This design comes from an exercise in tuning for small area, a short achievable clock period and few clock cycles per item on the open sky130 flow, not from production work. The RTL was checked by simulation tests, not by an equivalence proof against the original design. Power is estimated from default activity; no workload was simulated.

[config.mk]
export PLATFORM = sky130hd
export DESIGN_NAME = sliding_window_arq_control
export DESIGN_NICKNAME = sliding_window_arq_control
export VERILOG_FILES = /design/flow/design.v
export SDC_FILE = /design/flow/constraint.sdc
export NUM_CORES = 4
export LEC_CHECK = 0
export ABC_CLOCK_PERIOD_IN_PS = 3500
export CAP_MARGIN = 20
export CORE_MARGIN = 2
export CORE_UTILIZATION = 60
export CTS_BUF_LIST = sky130_fd_sc_hd__clkbuf_8
export CTS_CLUSTER_DIAMETER = 56
export CTS_CLUSTER_SIZE = 12
export SLEW_MARGIN = 20
export TNS_END_PERCENT = 5
[design.v]
package swac_pkg;
	localparam logic [9:0] HDR_END     = 10'd12;
	localparam logic [9:0] HDR_ACK     = 10'd8;
	localparam logic [9:0] PAYLOAD_MAX = 10'd500;
	localparam logic [1:0] KIND_DATA = 2'd0;
	localparam logic [1:0] KIND_END  = 2'd1;
	localparam logic [1:0] KIND_RECV = 2'd2;
	localparam logic [1:0] KIND_TICK = 2'd3;
	localparam logic [2:0] ACT_SEND   = 3'd0;
	localparam logic [2:0] ACT_END    = 3'd1;
	localparam logic [2:0] ACT_RESEND = 3'd2;
	localparam logic [2:0] ACT_ACK    = 3'd3;
	localparam logic [2:0] ACT_PIGGY  = 3'd4;
	localparam logic [2:0] ACT_DELIV  = 3'd5;
	localparam logic [2:0] ACT_FULL   = 3'd6;
	localparam logic [2:0] ACT_CLOSE  = 3'd7;
	localparam logic [1:0] REG_WINDOW  = 2'd0;
	localparam logic [1:0] REG_TICK    = 2'd1;
	localparam logic [1:0] REG_TIMEOUT = 2'd2;
endpackage
module swac_cell (
	input  logic        clk,
	input  logic        wr_en,
	input  logic        ack_en,
	input  logic [31:0] wr_seq,
	input  logic [31:0] wr_ack,
	input  logic [9:0]  wr_len,
	input  logic [31:0] cmp_x,
	input  logic        le_mode,
	output logic [31:0] seq,
	output logic [31:0] ack,
	output logic [9:0]  len,
	output logic        hit
);
	logic [31:0] g0, l0;
	logic [15:0] g1, l1;
	logic [7:0]  g2, l2;
	logic [3:0]  g3, l3;
	logic [1:0]  g4, l4;
	logic        gt, lt;
	assign g0 = cmp_x & ~seq;
	assign l0 = ~cmp_x & seq;
	for (genvar i = 0; i < 16; i++) begin : g_t1
		assign g1[i] = g0[2*i+1] | !l0[2*i+1] & g0[2*i];
		assign l1[i] = l0[2*i+1] | !g0[2*i+1] & l0[2*i];
	end
	for (genvar i = 0; i < 8; i++) begin : g_t2
		assign g2[i] = g1[2*i+1] | !l1[2*i+1] & g1[2*i];
		assign l2[i] = l1[2*i+1] | !g1[2*i+1] & l1[2*i];
	end
	for (genvar i = 0; i < 4; i++) begin : g_t3
		assign g3[i] = g2[2*i+1] | !l2[2*i+1] & g2[2*i];
		assign l3[i] = l2[2*i+1] | !g2[2*i+1] & l2[2*i];
	end
	for (genvar i = 0; i < 2; i++) begin : g_t4
		assign g4[i] = g3[2*i+1] | !l3[2*i+1] & g3[2*i];
		assign l4[i] = l3[2*i+1] | !g3[2*i+1] & l3[2*i];
	end
	assign gt = g4[1] | !l4[1] & g4[0];
	assign lt = l4[1] | !g4[1] & l4[0];
	always_ff @(posedge clk) begin
		if (wr_en) begin
			seq <= wr_seq;
			len <= wr_len;
		end
		if (ack_en) begin
			ack <= wr_ack;
		end
	end
	assign hit = le_mode ? !lt : gt;
endmodule
module sliding_window_arq_control (
	input  logic        clk,
	input  logic        arst_n,
	input  logic        s_tvalid,
	output logic        s_tready,
	input  logic [47:0] s_tdata,    
	input  logic [1:0]  s_tuser,    
	output logic        m_tvalid,
	input  logic        m_tready,
	output logic [79:0] m_tdata,    
	output logic [2:0]  m_tuser,    
	output logic        m_tlast,
	input  logic        cfg_valid,
	output logic        cfg_ready,
	input  logic [1:0]  cfg_index,
	input  logic [30:0] cfg_data
);
	logic [2:0]  size_m1_q;         
	logic [15:0] tick_q;
	logic [30:0] timeout_q;
	logic [2:0]  tail_q;
	logic [2:0]  ptr_q;             
	logic [7:0]  occ_q;             
	logic [31:0] send_seq_q, expect_q, mark_q;
	logic [30:0] countdown_q;
	logic        cd_zero_q;         
	logic        ended_q;
	logic        in_v_q, in2_v_q;
	logic        in_data_q, in_end_q, in_recv_q, in_tick_q;
	logic        in_ack_q, in_hdr_q, in_zero_q, in_word_q;
	logic [31:0] opd_q;
	logic [9:0]  in_len_q;
	logic [7:0]  in2_flags_q;
	logic [31:0] in2_opd_q;         
	logic        sec_v_q, sec_close_q;
	logic [9:0]  sec_len_q;
	logic        walk_v_q, walk_pend_q;
	logic [7:0]  walk_q;
	logic        out_v_q;
	logic [80:0] out_q;             
	logic [31:0] c_seq [8];
	logic [31:0] c_ack [8];
	logic [9:0]  c_len [8];
	logic [7:0]  hit, wr_en, ack_en;
	function automatic [2:0] last_slot(input [3:0] w);
		if (w == 4'd0)   last_slot = 3'd0;
		else if (w[3])   last_slot = 3'd7;
		else             last_slot = w[2:0] - 3'd1;
	endfunction
	logic [2:0] tail_m1, tail_nx, ptr_nx, head;
	logic [7:0] size_mask, occ_rot;
	logic       empty, full;
	always_comb begin
		for (int i = 0; i < 8; i++) begin
			size_mask[i] = (3'(i) <= size_m1_q);
		end
	end
	assign tail_m1 = (tail_q == 3'd0) ? size_m1_q : tail_q - 3'd1;
	assign tail_nx = (tail_q == size_m1_q) ? 3'd0 : tail_q + 3'd1;
	assign ptr_nx  = (ptr_q == size_m1_q) ? 3'd0 : ptr_q + 3'd1;
	assign empty   = (occ_q == 8'd0);
	assign full    = (occ_q == size_mask);
	assign occ_rot = (8'(occ_q >> tail_q)) | (8'(occ_q << (4'd8 - 4'(tail_q))));
	always_comb begin
		head = tail_q;
		for (int j = 7; j >= 0; j--) begin
			if (occ_rot[j]) head = tail_q + 3'(j);
		end
	end
	logic makes_word, room, fire;
	assign room = !out_v_q || m_tready;
	logic blocked;
	assign blocked = walk_v_q || walk_pend_q && (walk_q != 8'd0);
	assign fire = in_v_q && !blocked && (!in_word_q || room && !sec_v_q);
	assign s_tready = !in2_v_q;
	assign makes_word = in_word_q && !(in_data_q && !full && in_zero_q);
	logic [31:0] rd_seq, rd_ack;
	logic [9:0]  rd_len;
	assign rd_seq = c_seq[ptr_q];
	assign rd_ack = c_ack[ptr_q];
	assign rd_len = c_len[ptr_q];
	logic [7:0] span [8];
	logic [7:0] kept;
	always_comb begin
		for (int i = 0; i < 8; i++) begin
			for (int j = 0; j < 8; j++) begin
				if (3'(i) >= tail_q) span[i][j] = (3'(j) >= tail_q) && (j <= i);
				else                 span[i][j] = (3'(j) >= tail_q) || (j <= i);
			end
			kept[i] = occ_q[i] && ((occ_q & span[i] & ~hit) != 8'd0);
		end
	end
	logic [30:0] cd_diff;
	logic        cd_le_tick, cd_le_2tick, to_le_tick, cd_zero;
	assign cd_diff     = countdown_q - {15'd0, tick_q};
	assign cd_le_tick  = (countdown_q <= {15'd0, tick_q});
	assign cd_le_2tick = (countdown_q <= {14'd0, tick_q, 1'b0});
	assign to_le_tick  = (timeout_q <= {15'd0, tick_q});
	assign cd_zero     = cd_zero_q;
	logic [9:0] in_len, pay_len, deliv_len;
	assign in_len    = in_len_q;
	assign pay_len   = ((in_len > swac_pkg::PAYLOAD_MAX) ? swac_pkg::PAYLOAD_MAX : in_len)
	                   + swac_pkg::HDR_END;
	assign deliv_len = (in_len >= swac_pkg::HDR_END) ? in_len - swac_pkg::HDR_END : 10'd0;
	logic [31:0] expect_p1;
	assign expect_p1 = expect_q + 32'd1;
	logic        push, walk_due, walk_end;
	logic [7:0]  walk_rest;
	logic [2:0]  w_act, w_slot;
	logic [31:0] w_seq, w_ack;
	logic [9:0]  w_len;
	logic        w_last;
	logic        do_push_slot, do_piggy, walk_start, walk_step;
	logic        piggy_q;           
	assign walk_due  = walk_q[ptr_q];
	assign walk_rest = walk_q & ~(8'd1 << ptr_q);
	assign walk_end  = (walk_rest == 8'd0);
	assign walk_step = walk_v_q && !sec_v_q && (room || !walk_due);
	always_comb begin
		push   = 1'b0;
		w_act  = swac_pkg::ACT_FULL;
		w_slot = 3'd0;
		w_seq  = 32'd0;
		w_ack  = 32'd0;
		w_len  = 10'd0;
		w_last = 1'b1;
		if (sec_v_q) begin
			push  = room;
			w_act = sec_close_q ? swac_pkg::ACT_CLOSE : swac_pkg::ACT_DELIV;
			w_len = sec_len_q;
		end else if (walk_v_q) begin
			push   = room && walk_due;
			w_act  = swac_pkg::ACT_RESEND;
			w_slot = ptr_q;
			w_seq  = rd_seq;
			w_ack  = rd_ack;
			w_len  = rd_len;
			w_last = walk_end;
		end else begin
			push = fire && makes_word;
			if ((in_data_q || in_end_q) && full) begin
				w_act = swac_pkg::ACT_FULL;
			end else if (in_data_q) begin
				w_act  = swac_pkg::ACT_SEND;
				w_slot = tail_q;
				w_seq  = send_seq_q;
				w_ack  = expect_q;
				w_len  = pay_len;
			end else if (in_end_q) begin
				w_act = swac_pkg::ACT_END;
				w_seq = send_seq_q;
				w_ack = expect_q;
				w_len = swac_pkg::HDR_END;
			end else if (in_hdr_q) begin
				w_act  = swac_pkg::ACT_DELIV;
				w_last = !(ended_q && empty);
			end else if (empty) begin
				w_act  = swac_pkg::ACT_ACK;
				w_ack  = expect_p1;
				w_len  = swac_pkg::HDR_ACK;
				w_last = 1'b0;
			end else begin
				w_act  = swac_pkg::ACT_PIGGY;
				w_slot = ptr_q;
				w_seq  = rd_seq;
				w_ack  = expect_p1;
				w_len  = rd_len;
				w_last = 1'b0;
			end
		end
	end
	logic fire_nw;
	assign fire_nw      = in_v_q && !blocked;
	assign walk_start   = fire_nw && in_tick_q && cd_zero && !empty;
	assign do_push_slot = in_v_q && in_data_q && !full && !in_zero_q;
	assign do_piggy     = fire && in_recv_q && !in_ack_q && !in_hdr_q && !empty;
	for (genvar g = 0; g < 8; g++) begin : g_cell
		assign wr_en[g]  = do_push_slot && (tail_q == 3'(g));
		assign ack_en[g] = wr_en[g] || piggy_q && (ptr_q == 3'(g));
		swac_cell u_cell (
			.clk     (clk),
			.wr_en   (wr_en[g]),
			.ack_en  (ack_en[g]),
			.wr_seq  (send_seq_q),
			.wr_ack  (expect_q),
			.wr_len  (pay_len),
			.cmp_x   (opd_q),
			.le_mode (in_tick_q),
			.seq     (c_seq[g]),
			.ack     (c_ack[g]),
			.len     (c_len[g]),
			.hit     (hit[g])
		);
	end
	logic take;
	assign take = s_tvalid && s_tready;
	always_ff @(posedge clk or negedge arst_n) begin
		if (!arst_n) begin
			size_m1_q   <= 3'd7;
			tick_q      <= 16'd10;
			timeout_q   <= 31'd200;
			tail_q      <= 3'd0;
			ptr_q       <= 3'd7;
			occ_q       <= 8'd0;
			send_seq_q  <= 32'd1;
			expect_q    <= 32'd1;
			mark_q      <= 32'd0;
			countdown_q <= 31'd200;
			cd_zero_q   <= 1'b0;
			ended_q     <= 1'b0;
			in_v_q      <= 1'b0;
			in2_v_q     <= 1'b0;
			piggy_q     <= 1'b0;
			sec_v_q     <= 1'b0;
			walk_v_q    <= 1'b0;
			walk_pend_q <= 1'b0;
		end else begin
			piggy_q <= do_piggy;
			if (fire || !in_v_q) begin
				in_v_q  <= in2_v_q || take;
				in2_v_q <= 1'b0;
			end else if (take) begin
				in2_v_q <= 1'b1;
			end
			if (sec_v_q && room) begin
				sec_v_q <= 1'b0;
			end
			if (walk_step) begin
				if (walk_end) begin
					walk_v_q <= 1'b0;
					ptr_q    <= tail_m1;
				end else begin
					ptr_q    <= ptr_nx;
				end
			end
			cd_zero_q <= cd_le_tick;
			if (walk_pend_q) begin
				walk_pend_q <= 1'b0;
				if (walk_q != 8'd0) begin
					walk_v_q <= 1'b1;
					ptr_q    <= head;
				end
			end
			if (fire) begin
				if (in_data_q) begin
					if (!full) begin
						ended_q <= 1'b0;
						if (!in_zero_q) begin
							tail_q     <= tail_nx;
							ptr_q      <= tail_q;
							occ_q      <= occ_q | (8'd1 << tail_q);
							send_seq_q <= send_seq_q + 32'd1;
						end
					end
				end
				if (in_end_q) begin
					if (!full) begin
						ended_q    <= 1'b1;
						send_seq_q <= send_seq_q + 32'd1;
					end
				end
				if (in_recv_q && !in_ack_q) begin
					if (!in_hdr_q) begin
						expect_q <= expect_p1;
					end
					if (!in_hdr_q || ended_q && empty) begin
						sec_v_q <= 1'b1;
					end
				end
			end
			if (fire_nw) begin
				if (in_recv_q && in_ack_q) begin
					occ_q <= kept;
				end
				if (in_tick_q) begin
					if (cd_zero && !empty) begin
						mark_q      <= rd_seq;
						countdown_q <= timeout_q;
						cd_zero_q   <= to_le_tick;
						walk_pend_q <= 1'b1;
					end else begin
						countdown_q <= cd_zero ? 31'd0 : cd_diff;
						cd_zero_q   <= cd_zero || cd_le_2tick;
					end
				end
			end
			if (cfg_valid) begin
				case (cfg_index)
					swac_pkg::REG_WINDOW: begin
						size_m1_q <= last_slot(cfg_data[3:0]);
						tail_q    <= 3'd0;
						ptr_q     <= last_slot(cfg_data[3:0]);
						occ_q     <= 8'd0;
					end
					swac_pkg::REG_TICK:    tick_q    <= cfg_data[15:0];
					swac_pkg::REG_TIMEOUT: timeout_q <= cfg_data;
					default: ;
				endcase
			end
		end
	end
	logic [9:0] s_len;
	logic       s_ack;
	assign s_len = s_tdata[9:0];
	assign s_ack = (s_tuser == swac_pkg::KIND_RECV) && (s_len == swac_pkg::HDR_ACK);
	logic [7:0]  s_flags, nx_flags;
	logic [31:0] s_opd, nx_opd;
	assign s_flags = {
		(s_tuser != swac_pkg::KIND_TICK) && !s_ack,
		(s_len == 10'd0),
		(s_len == swac_pkg::HDR_END),
		(s_len == swac_pkg::HDR_ACK),
		(s_tuser == swac_pkg::KIND_TICK),
		(s_tuser == swac_pkg::KIND_RECV),
		(s_tuser == swac_pkg::KIND_END),
		(s_tuser == swac_pkg::KIND_DATA)
	};
	assign s_opd    = s_tdata[41:10];
	assign nx_flags = in2_v_q ? in2_flags_q : s_flags;
	assign nx_opd   = in2_v_q ? in2_opd_q : s_opd;
	always_ff @(posedge clk) begin
		if (fire || !in_v_q) begin
			{in_word_q, in_zero_q, in_hdr_q, in_ack_q,
			 in_tick_q, in_recv_q, in_end_q, in_data_q} <= nx_flags;
			in_len_q <= in2_v_q ? in2_opd_q[9:0] : s_len;
			if (nx_flags[3]) begin
				opd_q <= walk_start ? rd_seq : mark_q;
			end else begin
				opd_q <= nx_opd;
			end
		end else if (take) begin
			in2_flags_q <= s_flags;
			in2_opd_q   <= s_ack ? s_opd : {22'd0, s_len};
		end
		if (fire && in_recv_q && !in_ack_q) begin
			sec_close_q <= in_hdr_q;
			sec_len_q   <= in_hdr_q ? 10'd0 : deliv_len;
		end
		if (walk_start) begin
			walk_q <= occ_q & hit;
		end else if (walk_step) begin
			walk_q <= walk_rest;
		end
	end
	always_ff @(posedge clk or negedge arst_n) begin
		if (!arst_n) begin
			out_v_q <= 1'b0;
		end else if (room) begin
			out_v_q <= push;
		end
	end
	always_ff @(posedge clk) begin
		if (room) begin
			out_q <= {w_last, w_slot, w_len, w_ack, w_seq, w_act};
		end
	end
	assign m_tvalid  = out_v_q;
	assign m_tuser   = out_q[2:0];
	assign m_tdata   = {3'd0, out_q[79:3]};
	assign m_tlast   = out_q[80];
	assign cfg_ready = 1'b1;
endmodule
[standard.sh]
#!/bin/bash
# synth_recipe.tcl (not shown) runs the flow's synth.tcl, then flattens the netlist and writes it again
# the make line also repeats each setting of config.mk as NAME=value (left out here)
make -C /OpenROAD-flow-scripts/flow DESIGN_CONFIG=/design/flow/config.mk WORK_HOME=/design/flow/orfs CLKGATE_MAP_FILE= SYNTH_SCRIPT=/design/flow/synth_recipe.tcl "${@:-finish}"
[flow/run.sh]
#!/bin/bash
# Standard layout with two changes to how it is made:
# - timing repair aims below the clock period (repair works until setup
#   slack reaches the margin, so it keeps shortening paths the 10 ns
#   constraint alone would leave as they are);
# - the port buffers are plain buf_4 cells, not the delay cells the default
#   port buffering picks.
set -euo pipefail
export SETUP_SLACK_MARGIN=6.5
export BUFFER_PORTS_ARGS="-buffer_cell sky130_fd_sc_hd__buf_4"
bash standard.sh > make.log 2>&1
[constraint.sdc]
create_clock -name core_clock -period 10.0 [get_ports {clk}]
set_input_delay 2.0000 -clock core_clock [delete_from_list [all_inputs] [get_ports {clk}]]
set_output_delay 2.0000 -clock core_clock [all_outputs]
set_load 0.01 [all_outputs]
==> flow_metrics.tcl, run 1 <==
set metrics [dict create \
    crit_fanout 4 \
    fin_nets 4591 \
    grt_pass1_wl_mm 226.0 \
    synth-seq-area-share_pct 57.83 \
    slowest_delay_ps 430 \
    fin_skew_ps 53.39 \
    critPathMostFrequentCell "maj3_2" \
    grt_util_all_layers_pct 35.83 \
    path_clk_slew_ps 90 \
    synth_most_common_cell "edfxtp_1" \
    place_hpwl_mm 93.09 \
    worst_hold_slack_ps 475.2 \
    maxClockFrequency_mhz 280.6 \
    grt.overflow.total 0 \
    yosysTopAreaCellShare_pct 47.64 \
    gp_congestion 0.9426 \
    yosys_warnings 7 \
    top_layer "met4" \
    worst_pin_slew_ps 1125 \
    drive_above_1_share_pct 18.84 \
    worstSkewPairLatency_ps 800 \
    std_cell_rows 105 \
    cp_data_required_time_ps 10670 \
    worstSetupStartpointType "flop" \
    setup_tns_ps 0 \
    cts_tree "built" \
    die_w_um 290.6 \
    crit_buf_inv 0 \
    synthCells 4243 \
    synth-async-reset-ratio_pct 20.37 \
    vias 37350 \
    slew_headroom_pct 24.97 \
    whs_path_depth 2 \
    fillers 6312 \
    grt_pass1_vias 35210 \
    critPathTopFamily "compound AO/OA/AOI/OAI gates" \
    dp_slack_ps 5335 \
    timing.final.ws_setup_ps 6436 \
    r2r_cells 11 \
    drc 0 \
    initial_core_util_pct 60.32 \
    holdBufCountCts 0 \
    syn_area_per_cell_sq_um 11.62 \
    wl_mm 153.5 \
    wl_met1_mm 64.31 \
    yosys-top-cells-count "edfxtp_1, nand2_1, o21ai_0, nor2_1, clkbuf_1" \
    ys_ff_latch 982 \
    antenna_found_initial 8 \
    clockBufferDepth 3 \
    die-area_sq_um 84460 \
    cp_data_arrival_time_ps 4230 \
    multi_input_area_sq_um 19660 \
    vdd_drop_max_mv 0.2461 \
    drt-initial-drc-count 5151 \
    period_needed_ps 3564 \
    report.final.slew_viol_count 0 \
    cp.depth 11 \
    dr_wl_met2_mm 67.36 \
    seqCellArea_sq_um 28520 \
    rsz0062_at_grt "true" \
    area_growth_syn_to_layout_pct 11.45 \
    ios 175 \
    cts_root_buf "clkbuf_8" \
    routedWlPerCell_um 27.49 \
    ys.flop_type "edfxtp_1" \
    grt_max_degree 141 \
    crit_path_top_delay_cell "edfxtp_1" \
    drv_cap 0 \
    final_hold_viol_count 0 \
    critical_path.cell_chain "nand2b_1 > maj3_2 > maj3_2 > maj3_2 > a311oi_2 > o21ai_1 > a31oi_2 > a21boi_2 > a2111oi_2 > a31oi_1 > o41a_1" \
    antenna_left 0 \
    yosys.area.top_type "edfxtp_1" \
    synth_area_sq_um 49290 \
    synthTopCellsByArea "edfxtp_1, dfrtp_1, mux2_2, nand2_1, o21ai_0" \
    critPathKind "flop to flop" \
    synth_edf_count 782 \
    p_leak_nw 20.85 \
    fin_crit_sh_pct 35.64 \
    powerDensity_nw_per_um2 293.1 \
    via_per_inst 6.687 \
    port-buffer-count 164 \
    clock_sinks 982 \
    run_status "complete, no violations" \
    setup_viol 0 \
    htreeDepth 3 \
    min_path_type "flop to flop" \
    endpoint_kind "flop" \
    numCtsBuffers 102 \
    yosysUniqueCellTypes 102 \
    wl_met3_mm 16.83 \
    drt-pass1-iter-count 7 \
    dieHeight_um 290.6 \
    core_area_sq_um 81720 \
]
==> final timing paths <==
kind,startpoint,end,slack [ps]
hold reg to reg,mark_q[21],mark_q[21],480
max in group asynchronous,arst_n,expect_q[2],7400
setup / recovery,g_cell[2].u_cell.seq[20],occ_q[6],6440
hold / removal,mark_q[21],mark_q[21],480
min in group asynchronous,arst_n,mark_q[6],1190
setup reg to reg,g_cell[2].u_cell.seq[20],occ_q[6],6440
==> routing by layer <==
| metal | track usage [%] | vias up |
|---|---|---|
| li1 | - | 16560 |
| met1 | 53.65 | 18340 |
| met2 | 53.75 | 2124 |
| met3 | 6.271 | 333 |
| met4 | 10.77 | 0 |
| met5 | 0 | - |
==> layout by cell type, fill, tap and decap left out, drive strengths merged, types with 75 or more instances in the layout <==
cell type / synthesis / routed
a22oi: 142 / 142
maj3: 103 / 103
o21ai: 290 / 290
dfrtp: 184 / 184
ha: 75 / 75
mux2: 196 / 196
inv: 175 / 233
edfxtp: 782 / 782
nor2: 242 / 242
clkbuf: 208 / 109
a21oi: 203 / 203
nand2: 416 / 416
buf: 48 / 330
a222oi: 76 / 76
==> report_power, final <==
part / internal (mW) / total (mW) / switching [mW]
logic: 2.65 / 7.38 / 4.73
registers: 5.47 / 6.12 / 0.657
clock network: 1.11 / 2.59 / 1.48
total: 9.23 / 16.1 / 6.87
==> layout make-up <==
class                      count  area share (%)
sequential                   982           51.92
multi-input combinational   2830           35.78
timing repair buffer         332           4.965
clock buffer                 109           2.731
tap                         1070           2.437
inverter                     179           1.278
clock inverter                80          0.8746
antenna                        4         0.01822
==> kinds of logic after synthesis <==
family / count (synthesis) / synth area share [%]
adders and majority gates: 179 / 4.084
muxes: 224 / 5.097
buffers and inverters: 435 / 3.495
DFF: 982 / 57.83
xor gates and xnor gates: 86 / 1.528
AOI/OAI and AO/OA: 1205 / 16.92
and+or+nand+nor: 1130 / 11.03
other: 2 / 0.01524
==> worst min-delay path: stages (launching register included) <==
cell and delay, ps:
dfrtp_1 320, nand2_1 40, nand2_1 70
==> flip-flops by register name, indices dropped and copies added, names as in the netlist, 32 cells and up <==
| register | flops |
|---|---|
| g_cell.u_cell.seq | 256 |
| g_cell.u_cell.ack | 256 |
| in2_opd_q | 32 |
| mark_q | 32 |
| out_q | 81 |
| expect_q | 32 |
| send_seq_q | 32 |
| g_cell.u_cell.len | 80 |
| opd_q | 32 |
==> per-stage QoR <==
stage / utilization [%] / area [sq um] / total power [mW] / cells
floorplan: - / 49340 / 10.31 / 4245
global route: 67.23 / 54930 / 16.83 / 5585
CTS: 66.61 / 54430 / 15.78 / 5548
detailed placement: 62.97 / 51460 / 12.81 / 5284
finish: 67.23 / 54940 / 16.10 / 5586
global placement: 62.97 / 51460 / 12.72 / 5284
==> timing repair <==
item	4_1_cts	5_1_grt
gates resized for setup	86	64
pin swaps	14	13
endpoints found under the setup margin	800	690
endpoints found under the hold margin	0	0
buffers inserted	71	34
gates cloned	4	0
Testbench counts, summed over its fixed seeds: cycles 5,355, items 4,800.
==> inputs of run 2 (changes only) <==
--- a/design.v
+++ b/design.v
@@ -399,11 +399,12 @@
 			end else begin
 				opd_q <= nx_opd;
 			end
-		end else if (take) begin
+		end
+		if (!in2_v_q) begin
 			in2_flags_q <= s_flags;
 			in2_opd_q   <= s_ack ? s_opd : {22'd0, s_len};
 		end
-		if (fire && in_recv_q && !in_ack_q) begin
+		if (!sec_v_q) begin
 			sec_close_q <= in_hdr_q;
 			sec_len_q   <= in_hdr_q ? 10'd0 : deliv_len;
 		end
==> run 2 against run 1 <==
Still clean on timing, DRC and antenna. First-iteration DRC count down 14%. Register-to-register slack lost 100 ps. Via count shrank 1.9%. Sequential power is 1% lower. Synthesized area is 0.76% lower. Routed wire length decreased by 5.3%. Largest power group unchanged. Highest routed layer is now met5.
==> flow_metrics.tcl, run 2 <==
set metrics [dict create \
    run_status "complete, no violations" \
    critPathKind "flop to flop" \
    ys_ff_latch 982 \
    endpoint_kind "flop" \
    final_hold_viol_count 0 \
    via_per_inst 6.590 \
    ios 175 \
    vias 36650 \
    drv_cap 0 \
    wl_mm 145.4 \
    routedWlPerCell_um 26.15 \
    reg_top3 "g_cell.u_cell.ack (256), g_cell.u_cell.seq (256), out_q (81)" \
    fillers 6105 \
    grt_max_degree 107 \
    grt_pass1_vias 33950 \
    timing.final.ws_setup_ps 6331 \
    worst_pin_slew_ps 1212 \
    grt_pass1_wl_mm 211.0 \
    maxClockFrequency_mhz 272.5 \
    critical_path.cell_chain "or4_4 > o21ai_4 > and3_4 > buf_8 > nand2_4 > or3_4 > nor3_4 > and3_4 > nor3b_4 > buf_12 > and4_1 > xor2_1" \
    yosysTopAreaCellShare_pct 47.52 \
    grt.overflow.total 0 \
    port-buffer-count 164 \
    dp.cells 5239 \
    powerDensity_nw_per_um2 292.8 \
    crit_fanout 8 \
    p_total_mw 16.08 \
    gp_congestion 0.9316 \
    std_cell_rows 104 \
    drive_above_1_share_pct 18.56 \
    critPathTopFamily "simple AND/OR/NAND/NOR gates" \
    antenna_left 0 \
    syn_area_per_cell_sq_um 11.69 \
    yosysUniqueCellTypes 95 \
    crit_buf_inv 2 \
    setup_viol 0 \
    vdd_drop_max_mv 0.3178 \
    critical_path.startpoint "walk_q[1]" \
    synth-seq-area-share_pct 58.11 \
    r2r-start "walk_q[1]" \
    fin_skew_ps 60.90 \
    synth-async-reset-ratio_pct 20.37 \
    die_w_um 289.5 \
    antenna_found_initial 5 \
    synth_area_sq_um 48920 \
    initial_core_util_pct 60.63 \
    worst_hold_slack_ps 470.1 \
    cp_data_arrival_time_ps 4360 \
    setup_tns_ps 0 \
    synth_most_common_cell "edfxtp_1" \
    slowest_delay_ps 580 \
    synthCells 4186 \
    synthTopCellsByArea "edfxtp_1, dfrtp_1, mux2_2, nand2_1, o21ai_0" \
    crit_path_top_delay_cell "or4_4" \
    dieHeight_um 289.5 \
    holdBufCountCts 0 \
    clock_sinks 982 \
    cp_data_required_time_ps 10690 \
    path_clk_slew_ps 80 \
    cts_root_buf "clkbuf_8" \
    cp.depth 12 \
    area_growth_syn_to_layout_pct 12.28 \
    numCtsBuffers 102 \
    rsz0062_at_grt "true" \
    clockBufferDepth 3 \
    drt-pass1-iter-count 8 \
    yosys_warnings 7 \
    yosys.area.top_type "edfxtp_1" \
    drt-initial-drc-count 4412 \
    period_needed_ps 3669 \
    fin_crit_sh_pct 36.69 \
    worstSkewPairLatency_ps 780 \
    fin_cells 5561 \
    grt_util_all_layers_pct 33.70 \
    layout_common_cells "edfxtp_1, nand2_1, buf_4" \
    layout_commonest_cell "edfxtp_1" \
    crit_path_end "send_seq_q[31]" \
    worstSetupStartpointType "flop" \
    synth_edf_count 774 \
    min_path_type "flop to flop" \
    r2r_cells 12 \
    critPathMostFrequentCell "and3_4" \
    htreeDepth 3 \
    r2r_slack_ps 6330 \
    place_hpwl_mm 87.68 \
    slew_headroom_pct 19.13 \
    yosys-top-cells-count "edfxtp_1, nand2_1, o21ai_0, nor2_1, clkbuf_1" \
    ys.flop_type "edfxtp_1" \
    p_leak_nw 21.03 \
    drc 0 \
    die-area_sq_um 83820 \
    dp_slack_ps 4918 \
    fin_nets 4575 \
    r2r-end "send_seq_q[31]" \
    cts_tree "built" \
    report.final.slew_viol_count 0 \
    core_area_sq_um 80680 \
]
-- run 2: changes by cell type after synthesis, sizes merged, moves of 22 or more --
cell,before,now
nand2b,66,143
nor2b,73,143
o21ai,290,227
a22oi,142,88
a31oi,34,84
o31ai,42,81
o22ai,54,20
nor2,242,212
mux2i,26,55
nor3b,32,5
mux2,196,170
a221o,31,8
nand3b,32,10
-- run 2: power breakdown --
| group | internal (mW) | switching [mW] |
|---|---|---|
| clock network | 1.14 | 1.49 |
| logic | 2.71 | 4.70 |
| registers | 5.48 | 0.550 |
-- run 2: metrics by stage --
step / instance area [sq um] / utilization, %
after floorplan: 49000 / -
after global placement: 51250 / 63.52
after detailed placement: 51250 / 63.52
after CTS: 53640 / 66.49
after global routing: 54920 / 68.07
final: 54920 / 68.07
-- run 2: what timing repair did --
item	CTS	global route
setup buffers	15	107
gates resized for setup	47	104
gates cloned	5	1
hold endpoints to repair	0	0
pin swaps	7	23
setup endpoints to repair	813	504
-- run 2: worst min path at each step --
stage | depth (start not counted) | slack [ps] | endpoint | start
after floorplan | 1 | 420 | in2_flags_q[7] | in2_flags_q[7]
after global placement | 1 | 440 | in2_flags_q[7] | in2_flags_q[7]
after detailed placement | 2 | 450 | in2_flags_q[0] | in2_flags_q[0]
after CTS | 2 | 470 | in2_flags_q[0] | in2_flags_q[0]
after global routing | 2 | 490 | mark_q[10] | mark_q[10]
final | 2 | 470 | in2_flags_q[0] | in2_flags_q[0]
-- run 2: worst min-delay path: stages (launching register included) --
cell and delay [ps]:
dfxtp_1 310, nand2_1 60, o31ai_1 70
-- run 2: layout make-up --
class,count,area (sq um),area share [%]
clock buffer,106,1459,2.656
sequential,982,28440,51.78
antenna,3,7.507,0.01367
inverter,162,648.1,1.180
clock inverter,85,573.1,1.043
multi-input combinational,2811,19590,35.66
tap,1060,1326,2.415
timing repair buffer,352,2882,5.247
-- run 2: routing by layer --
| metal | GRT usage (%) | wire [um] |
|---|---|---|
| met5 | 0 | 12 |
| met4 | 12.49 | 5386 |
| met3 | 4.969 | 14130 |
| met2 | 52.61 | 66190 |
| met1 | 48.36 | 59720 |
-- run 2: kinds of logic (layout without fill, tap and decap cells) --
family,count (synthesis),in the layout,share of synthesized area [%]
buffers and inverters,399,705,3.133
AOI/OAI and AO/OA,1133,1133,16.14
other,2,7,0.01535
adders and majority gates,163,163,3.740
muxes,230,230,5.277
DFF,982,982,58.11
and+or+nand+nor,1188,1192,11.99
xor gates and xnor gates,89,89,1.594
Testbench counts of run 2, summed over its fixed seeds: cycles 5,355, items 4,800.
==> inputs of run 3 (changes only) <==
--- a/config.mk
+++ b/config.mk
@@ -8,7 +8,7 @@
 export ABC_CLOCK_PERIOD_IN_PS = 3500
 export CAP_MARGIN = 20
 export CORE_MARGIN = 2
-export CORE_UTILIZATION = 60
+export CORE_UTILIZATION = 50
 export CTS_BUF_LIST = sky130_fd_sc_hd__clkbuf_8
 export CTS_CLUSTER_DIAMETER = 56
 export CTS_CLUSTER_SIZE = 12
==> run 3 against run 2 <==
Routed wire length is 2.4% higher. Worst hold slack worse by 10 ps. Clock skew down 12 ps. Combinational power increased by 2%. Highest routed layer is now met4. Setup slack improved by 58 ps. Register-to-register slack better by 140 ps. Die area rose by 20%. Synthesized area unchanged. Clock-buffer cell count grew 15. Via count decreased by 1.5%. Critical path type is now primary input to flop.
==> flow_metrics.tcl, run 3 <==
set metrics [dict create \
    run_status "complete, no violations" \
    crit_fanout 6 \
    clock_sinks 982 \
    reg_top3 "g_cell.u_cell.ack (256), g_cell.u_cell.seq (256), out_q (81)" \
    grt_pass1_vias 33960 \
    layout_common_cells "edfxtp_1, nand2_1, buf_4" \
    cts_tree "built" \
    die_w_um 316.8 \
    initial_core_util_pct 50.51 \
    yosys.area.top_type "edfxtp_1" \
    area_growth_syn_to_layout_pct 13.85 \
    vdd_drop_max_mv 0.2449 \
    antenna_found_initial 3 \
    fin_skew_ps 48.87 \
    fin_nets 4607 \
    ys_ff_latch 982 \
    grt_max_degree 94 \
    maxClockFrequency_mhz 276.9 \
    syn_area_per_cell_sq_um 11.69 \
    clockBufferDepth 3 \
    combPwrFrac_pct 46.1 \
    synth_most_common_cell "edfxtp_1" \
    dr_wl_met2_mm 69.51 \
    fin_crit_sh_pct 36.11 \
    yosys_warnings 7 \
    htreeDepth 3 \
    layout_commonest_cell "edfxtp_1" \
    setup_tns_ps 0 \
    crit_buf_inv 2 \
    routedWlPerCell_um 25.60 \
    synth_area_sq_um 48920 \
    seqPwrFrac_pct 36.6 \
    via_per_inst 6.211 \
    vias 36120 \
    endpoint_kind "flop" \
    worstSkewPairLatency_ps 800 \
    cp_data_required_time_ps 10680 \
    numCtsBuffers 108 \
    synth_edf_count 774 \
    grt_util_all_layers_pct 28.92 \
    switching_power_mw 6.817 \
    port-buffer-count 164 \
    die-area_sq_um 100400 \
    period_needed_ps 3611 \
    timing.final.ws_setup_ps 6389 \
    wl_met3_mm 11.02 \
    clockPowerShare_pct 17.3 \
    gp_congestion 0.8988 \
    drive_above_1_share_pct 19.68 \
    slew_headroom_pct 33.61 \
    powerDensity_nw_per_um2 294.7 \
    critPathKind "primary input to flop" \
    drt-initial-drc-count 3772 \
    switching_share_pct 41.54 \
    ys.flop_type "edfxtp_1" \
    drt-pass1-iter-count 8 \
    place_hpwl_mm 90.63 \
    min_path_type "flop to flop" \
    synthTopCellsByArea "edfxtp_1, dfrtp_1, mux2_2, nand2_1, o21ai_0" \
    antenna_left 0 \
    worst_pin_slew_ps 992.9 \
    report.final.slew_viol_count 0 \
    synthCells 4186 \
    yosys-top-cells-count "edfxtp_1, nand2_1, o21ai_0, nor2_1, clkbuf_1" \
    drc 0 \
    wl_met1_mm 64.28 \
    setup_viol 0 \
    rsz0062_at_grt "true" \
    critPathTopFamily "simple AND/OR/NAND/NOR gates" \
    fillers 8169 \
    yosysUniqueCellTypes 95 \
    std_cell_rows 114 \
    cts_root_buf "clkbuf_8" \
    grt.overflow.total 0 \
    dp_slack_ps 4742 \
    wl_mm 148.9 \
    dieHeight_um 316.8 \
    yosysTopAreaCellShare_pct 47.52 \
    path_clk_slew_ps 80 \
    cp_data_arrival_time_ps 4290 \
    synth-async-reset-ratio_pct 20.37 \
    core_area_sq_um 96850 \
    p_int_mw 9.593 \
    grt_pass1_wl_mm 216.8 \
    slowest_delay_ps 490 \
    worstSetupStartpointType "primary input" \
    crit_path_top_delay_cell "or3_4" \
    final_hold_viol_count 0 \
    top_layer "met4" \
    drv_cap 0 \
    ios 175 \
    p_leak_nw 21.24 \
    critical_path.cell_chain "buf_6 > nand2b_4 > a21bo_4 > nand2_4 > or3_4 > nor3_4 > and2_4 > nand3b_4 > nor2_4 > buf_12 > nand3_1 > xnor2_1" \
    synth-seq-area-share_pct 58.11 \
]
-- run 3: what timing repair did --
action | in CTS | in global routing
pin swaps | 6 | 29
endpoints found under the setup margin | 832 | 575
gates resized for setup | 39 | 120
hold buffers | 0 | 0
gates cloned | 2 | 2
setup buffers | 18 | 129
-- run 3: final cells by class --
cell class	count	area, sq um	share of cell area (%)
Clock inverter	83	611.8	1.099
Multi-Input combinational cell	2809	19590	35.18
Inverter	162	650.6	1.168
Clock buffer	121	1665	2.990
Tap cell	1276	1597	2.867
Timing Repair Buffer	380	3123	5.608
Antenna cell	2	5.005	0.008987
Sequential cell	982	28440	51.08
-- run 3: kinds of logic after synthesis --
group                    after synthesis  synth area share (%)
AO/OA/AOI/OAI                       1133                 16.14
XOR/XNOR                              89                 1.594
adder cells (fa/ha/maj)              163                 3.740
buffers and inverters                399                 3.133
flip-flops                           982                 58.11
multiplexers                         230                 5.277
other                                  2               0.01535
AND/OR/NAND/NOR                     1188                 11.99
-- run 3: worst register-to-register path, delay by kind of cell (launching register included) --
kind,cells,cell delay [ps]
flip-flops,1,740
buffers and inverters,4,1040
AO/OA/AOI/OAI,4,560
AND/OR/NAND/NOR,3,770
-- run 3: final timing paths --
kind,startpoint,endpoint,slack (ps),cells after the start
min,in2_flags_q[7],in2_flags_q[7],460,1
max reg2reg,occ_q[3],g_cell[2].u_cell.ack[4],6470,11
min in group asynchronous,arst_n,mark_q[18],1280,1
max,m_tready,send_seq_q[26],6390,12
min reg2reg,in2_flags_q[7],in2_flags_q[7],460,1
max in group asynchronous,arst_n,tail_q[0],7220,2
-- run 3: power by group through the flow --
stage               Combinational [mW]  Clock (mW)  Sequential (mW)
detailed placement                6.48           0             6.28
global route                      8.12        3.04             6.08
floorplan                         4.35           0             5.94
global placement                  6.45           0             6.26
finish                            7.57        2.84             6.00
CTS                               6.74        2.90             6.17
-- run 3: per-layer routing --
layer / vias up / global-route usage, %
met4: 0 / 7.740
met3: 254 / 4.800
met2: 1386 / 46.32
met5: - / 0
li1: 16460 / -
met1: 18020 / 41.00
-- run 3: metrics by stage --
step,total power [mW],util (%),hold WS [ps],std cells,area [sq um]
after CTS,15.80,55.96,464.4,5682,54200
after floorplan,10.29,-,422.5,4188,49000
final,16.41,57.50,460.1,5815,55690
after detailed placement,12.77,53.20,440.6,5458,51520
after global routing,17.24,57.50,488.8,5814,55690
after global placement,12.71,53.20,444.4,5458,51520

[afterwards: timing with drivers on the ports]
No port has a modelled driver above. Below, the same layouts with a new extraction and two added sets of constraints.
Step 1: set_driving_cell puts a clkbuf_16 on clk and a buf_2 on each other input, an assumption about the parent block.
Step 2 moves the port delays by t, midway between the first and last clock arrival at a register: inputs arrive t later, outputs are due t later. That takes back most of the time a late clock gives input paths.
Slacks: ideal ports / drivers / drivers and shift; pairs: ideal ports / drivers.
| run | t, ns | slack for setup (ns) | worst setup path after step 2 |
|---|---|---|---|
| run 1 | 0.840 | 6.436 / 6.436 / 5.681 | input to register |
| run 2 | 0.814 | 6.331 / 6.331 / 5.542 | input to register |
| run 3 | 0.845 | 6.389 / 6.416 / 5.571 | input to register |
After both steps setup and hold are still met in every run listed. The setup slack of run 3, which loses most, moves by +0.027 ns with the drivers and by -0.818 ns with both steps.
